Background: an optimization exercise with open tools, aiming at small area, a short achievable clock period and few clock cycles per item. Do not read the settings as production practice. Only simulation tests tie the RTL to the original design; equivalence was not proved.

== north ==
Design aes_core, start of the top module:
module aes_core (
    input  logic                            clk,
    input  logic                            rst,
    input  logic                            start,
    input  logic [aes_pkg::block_width-1:0] plaintext,
    input  logic [aes_pkg::block_width-1:0] key,
    output logic [aes_pkg::block_width-1:0] ciphertext,
    output logic                            valid
);
    logic                           running;
    logic                           last_round;
    logic [aes_pkg::byte_width-1:0] rcon;
    aes_pkg::aes_state_t            round_key;
    aes_pkg::aes_state_t            round_in_key;
    aes_ctrl i_aes_ctrl (
        .clk        (clk),
        .rst        (rst),
        .start      (start),
        .last_round (last_round),
        .running    (running),
        .valid      (valid)
    );
    aes_round_counter i_aes_round_counter (
        .clk        (clk),
        .rst        (rst),
        .running    (running),
        .last_round (last_round),
        .rcon       (rcon)
    );
  ...
clock: 7.0 ns
lec_check: 0
abc_area: 1
cap_margin: 20
core_margin: 2
core_utilization: 45
setup_slack_margin: 1.4
slew_margin: 20
standard.sh (not shown) runs the stock make flow with config.mk's settings and CLKGATE_MAP_FILE= SYNTH_SCRIPT=/design/flow/synth_recipe.tcl, a recipe that flattens the netlist after the stock synthesis.
==> flow/flow/run.sh <==
#!/bin/bash
# Standard ORFS layout with these changes:
#  - synthesis maps the logic with its own ABC script
#    (flow/abc_area.script: delay-oriented mapping with some area
#    recovery), which suits this XOR-heavy design far better than
#    the stock scripts;
#  - synthesis skips the half/full-adder extraction, which would
#    freeze XOR/AND pairs of the S-boxes into slow adder cells;
#  - every port still gets its own buffer, but the smallest one.
# The registers and their names are those of the standard synthesis.
# make's output goes to make_finish.log; each ORFS step writes its
# own full log under orfs/logs/.
set -euo pipefail
WORK=$(pwd)
rm -rf "$WORK/scripts_mod"
cp -r "$FLOW_HOME/scripts" "$WORK/scripts_mod"
cp "$WORK/flow/abc_area.script" "$WORK/scripts_mod/abc_area.script"
bash "$WORK/standard.sh" SCRIPTS_DIR="$WORK/scripts_mod" ABC_AREA=1 ADDER_MAP_FILE= \
    BUFFER_PORTS_ARGS="-buffer_cell sky130_fd_sc_hd__buf_1" \
    finish > "$WORK/make_finish.log" 2>&1
==> flow/flow/abc_area.script <==
strash
dc2
&get -n
&dch
&nf -p -R 30
&put
topo
stime -c
buffer -c
upsize -c
dnsize -c
north has completed all stages; timing, DRC and antenna checks passed.
Testbench counts of north, summed over its fixed seeds: cycles 9,600, blocks 960.
Modified inputs, south compared to north
==> flow/flow/abc_area.script <==
strash
dc2
&get -n
&dch
&nf -p -R 20
&put
topo
stime -c
buffer -c
upsize -c
dnsize -c
Notes after the runs:
south vs. north: die area ~0 delta; upper clock frequency limit fell 3.5 MHz; number of distinct standard cells referenced by the synthesized netlist now larger. A highest layer used for signal routing of met4 is what north shows, while met5 belongs to south.
## Diff of input files: east against south
Settings: swapping 1.4 for 1.25 in SETUP_SLACK_MARGIN.
==> flow/flow/abc_area.script <==
strash
dc2
&get -n
&dch
&nf -p -R 50
&put
topo
stime -c
buffer -c
upsize -c
dnsize -c
--- outcome ---
Post-synthesis to final-layout area growth: east < south. Between east and south, the met1 usage in global routing is lower for south. south vs east, capturing instance or port of the critical path: i_aes_key_schedule.round_key[27]$_DFF_P_ vs i_aes_key_schedule.round_key[5]$_DFF_P_. Compared with south, total number of multi-input combinational cells in east increased slightly. Diff east..south | routed via count divided by cell count | negligible. The higher non-clock buffer count came out of south. Setup slack of the critical path after layout improves in east relative to south. Number of diodes added for antenna fixing, east and south: larger value in south. Fraction of area in clock buffers and inverters (lower): south.
The following lists how west was set up differently from east:
Settings: swapping 1.25 for 1.4 in SETUP_SLACK_MARGIN; putting CTS_BUF_LIST at sky130_fd_sc_hd__clkbuf_8 sky130_fd_sc_hd__clkbuf_16 where nothing was set.
==> comparison <==
Fmax: west higher than east. Diff east..west | antenna violation net count after detailed routing | unchanged. Smallest hold slack: west vs east, no meaningful difference. Number of fill cells in the layout (west vs. east) decreases slightly. west ends up with a cell area after layout that is about 2.2% higher than in east. Routed wire in west totals more than in east. east and west ended up with roughly the same headroom to the max-slew limit.
--- input diff west..middle ---
Settings: CTS_BUF_LIST removed (was sky130_fd_sc_hd__clkbuf_8 sky130_fd_sc_hd__clkbuf_16); CORE_UTILIZATION changed from 45 to 50.
Against west, routed wire length in middle fell by a few percent. Summary — post-synthesis to final-layout area growth, middle relative to west: higher, by 0.63 points. Sort middle and west by die area, ascending, and middle comes first. Cmp middle and west / number of buffers and inverters on the critical path / lower: west. Looking at highest routing layer actually used, the met5 result is from west; the met4 one comes from middle. Compared to west, middle has initial antenna violation count 1 lower. Final cell count without fillers in middle is 1.0% lower than in west. Count of clock-buffer cells in the layout for middle: about 24% up relative to west.

---

Setup of build 98:
aes_core, a different RTL version from the one above (not shown whole).
Size in the first run: ~4,600 cells after synthesis, roughly 400 flip-flops, about 390 I/O pins, roughly 40,000 um2 of cells after synthesis.
Settings: LEC_CHECK=0, ABC_AREA=1, CAP_MARGIN=20, CORE_MARGIN=2, CORE_UTILIZATION=45, SETUP_SLACK_MARGIN=1.25, SLEW_MARGIN=20; clock period 7.0 ns.
==> flow/flow/abc_area.script <==
strash
dc2
&get -n
&dch
&nf -p -R 20
&put
topo
stime -c
buffer -c
upsize -c
dnsize -c
Scripts as last shown in full above: flow/flow/run.sh
No stage failed in build 98, and the final checks on the layout all came back clean.
Testbench counts of build 98, summed over its fixed seeds: cycles 10,560, blocks 960.
The inputs of build 24 differ from those of build 98 as listed below.
Settings: CORE_UTILIZATION changed from 45 to 35.
==> flow/flow/abc_area.script <==
strash
dc2
&get -n
&dch
&nf -p -R 50
&put
topo
stime -c
buffer -c
upsize -c
dnsize -c
Findings:
When the final numbers for build 98 and build 24 were put side by side, the number of ordinary and repair buffers in the finished layout turned out to be smaller in build 24.
Total setup buffers inserted after CTS for build 24: 4 down relative to build 98
Taking build 98 as the reference, in build 24 clock skew grew by 0.0046 ns; mean cell area of the mapped netlist shrank by 2.7%.
Summary of build 24 over build 98: synthesized area was more or less identical.
Input-level comparison between build 78 and build 24:
Settings: SETUP_SLACK_MARGIN changed from 1.25 to 0.2; CORE_UTILIZATION changed from 35 to 55.
==> flow/flow/run.sh <==
#!/bin/bash
# Standard ORFS layout with these changes:
#  - synthesis maps the logic with an area-oriented ABC script
#    (flow/abc_area.script), which suits this XOR-heavy design far
#    better than the stock scripts;
#  - synthesis skips the half/full-adder extraction, which would
#    freeze XOR/AND pairs of the S-boxes into slow adder cells;
#  - every port still gets its own buffer, but the smallest one.
# The registers and their names are those of the standard synthesis.
set -euo pipefail
WORK=$(pwd)
rm -rf "$WORK/scripts_mod"
cp -r "$FLOW_HOME/scripts" "$WORK/scripts_mod"
cp "$WORK/flow/abc_area.script" "$WORK/scripts_mod/abc_area.script"
bash "$WORK/standard.sh" SCRIPTS_DIR="$WORK/scripts_mod" ABC_AREA=1 ADDER_MAP_FILE= \
    BUFFER_PORTS_ARGS="-buffer_cell sky130_fd_sc_hd__buf_1" \
    finish > "$WORK/make_finish.log" 2>&1
==> flow/flow/abc_area.script <==
strash
dc2
dch
amap
topo
stime -c
buffer -c
upsize -c
dnsize -c
### Flow results
Build 78 | status: complete | timing, DRC, antenna: pass
Looking only at wire length of the first global-routing pass, and setting everything else aside, the lower value of build 78 and build 24 goes to build 24.
Between build 78 and build 24, the met3 demand-to-capacity share in global routing is lower for build 24.
Wire length delta (build 78 − build 24): unfavourable
Build 78 ends up with a time the worst path needs with I/O delays and setup that is 0.96 ns higher than in build 24.
Against build 24, build 78 reports a core utilization that is higher.
[compare] base=build 24 new=build 78: post-layout instance area dropped 2.6%; share of the cycle needed by the critical path after routing has increased; setup slack decreased 0.96 ns.
Here is what was changed in the inputs of build 94 compared with build 78.
Settings: swapping 55 for 45 in CORE_UTILIZATION.
==> comparison <==
Build 94 leaves more setup margin than build 78.
Row total global routing track utilization: build 94 lower / build 78 higher
On slew of the pin with the lowest slew margin: between build 94 and build 78, it ends up lower for build 78.
[inputs] build 43 vs build 94
Settings: changing CORE_UTILIZATION from 45 to 55; changing SETUP_SLACK_MARGIN from 0.2 to 1.25.
--- a/flow/flow/run.sh
+++ b/flow/flow/run.sh
@@ -1,11 +1,14 @@
 #!/bin/bash
 # Standard ORFS layout with these changes:
-#  - synthesis maps the logic with an area-oriented ABC script
-#    (flow/abc_area.script), which suits this XOR-heavy design far
-#    better than the stock scripts;
+#  - synthesis maps the logic with its own ABC script
+#    (flow/abc_area.script: delay-oriented mapping with some area
+#    recovery), which suits this XOR-heavy design far better than
+#    the stock scripts;
 #  - synthesis skips the half/full-adder extraction, which would
 #    freeze XOR/AND pairs of the S-boxes into slow adder cells;
 #  - every port still gets its own buffer, but the smallest one.
 # The registers and their names are those of the standard synthesis.
+# make's output goes to make_finish.log; each ORFS step writes its
+# own full log under orfs/logs/.
 set -euo pipefail
 WORK=$(pwd)
==> flow/flow/abc_area.script <==
strash
dc2
&get -n
&dch
&nf -p -R 50
&put
topo
stime -c
buffer -c
upsize -c
dnsize -c
In summary, build 43 completed successfully, with a layout that passed the timing, design-rule and antenna checks.
Library cell contributing the largest single delay on the critical path: dfxtp_1 -> build 43, dfxtp_2 -> build 94
Per the comparison of build 43 with build 94, critical path depth saw a decrease, met1 track demand over resource saw a decrease, combined buffer and inverter count along the critical path saw a decrease.
#### Input delta (build 52 over build 43)
Settings: an added CTS_CLUSTER_SIZE of 30; a change of CORE_UTILIZATION from 55 to 45.
==> comparison <==
The via count on build 52 is in line with that on build 43. Between build 52 and build 43, the difference in area growth from synthesis to layout is negligible. Compared build 52 against build 43; area share of buffers outside the clock network within noise. In build 52 the number of buffers added for setup after CTS turned out 3 higher than in build 43. Between build 52 and build 43, the difference in clock latency on the worst-skew pair is negligible.

[re-timing with driven ports]
No port has a modelled driver above. Below, the same layouts with a new extraction and two added sets of constraints.
Step 1 assumes that a clkbuf_16 drives the clock port and a buf_2 every other input.
Step 2 moves the port delays by t, midway between the first and last clock arrival at a register: inputs arrive t later, outputs are due t later. That takes back most of the time a late clock gives input paths.
Three values: ideal ports, drivers, drivers and shift; two values: the first two.
run	shift t [ns]	setup slack, ns	hold WS [ns]	worst setup path after step 2	worst register clock-pin slew, ns
north	0.694	1.544 / 1.544 / 0.957	0.477 / 0.477 / 0.477	input to register	0.07 / 0.07
south	0.675	1.439 / 1.439 / 0.880	0.445 / 0.445 / 0.445	input to register	0.07 / 0.07
east	0.717	1.479 / 1.479 / 0.812	0.476 / 0.476 / 0.476	input to register	0.07 / 0.07
west	0.716	1.579 / 1.579 / 0.954	0.478 / 0.478 / 0.478	input to register	0.07 / 0.07
middle	0.686	1.567 / 1.567 / 0.999	0.466 / 0.466 / 0.466	input to register	0.07 / 0.07
build 98	0.685	1.413 / 1.413 / 1.413	0.480 / 0.480 / 0.480	register to register	0.07 / 0.07
build 24	0.726	1.382 / 1.382 / 1.382	0.478 / 0.478 / 0.478	register to register	0.07 / 0.07
build 78	0.675	0.421 / 0.421 / 0.421	0.481 / 0.481 / 0.481	register to register	0.08 / 0.08
build 94	0.684	0.469 / 0.469 / 0.469	0.480 / 0.480 / 0.480	register to register	0.07 / 0.07
build 43	0.665	1.359 / 1.359 / 1.359	0.485 / 0.485 / 0.485	register to register	0.07 / 0.07
build 52	0.684	1.501 / 1.501 / 1.501	0.479 / 0.479 / 0.479	register to register	0.07 / 0.07
After both steps setup and hold are still met in every run listed. For east, which loses most, drivers alone change the setup slack by 0.000 ns; drivers and shift together by -0.667 ns.
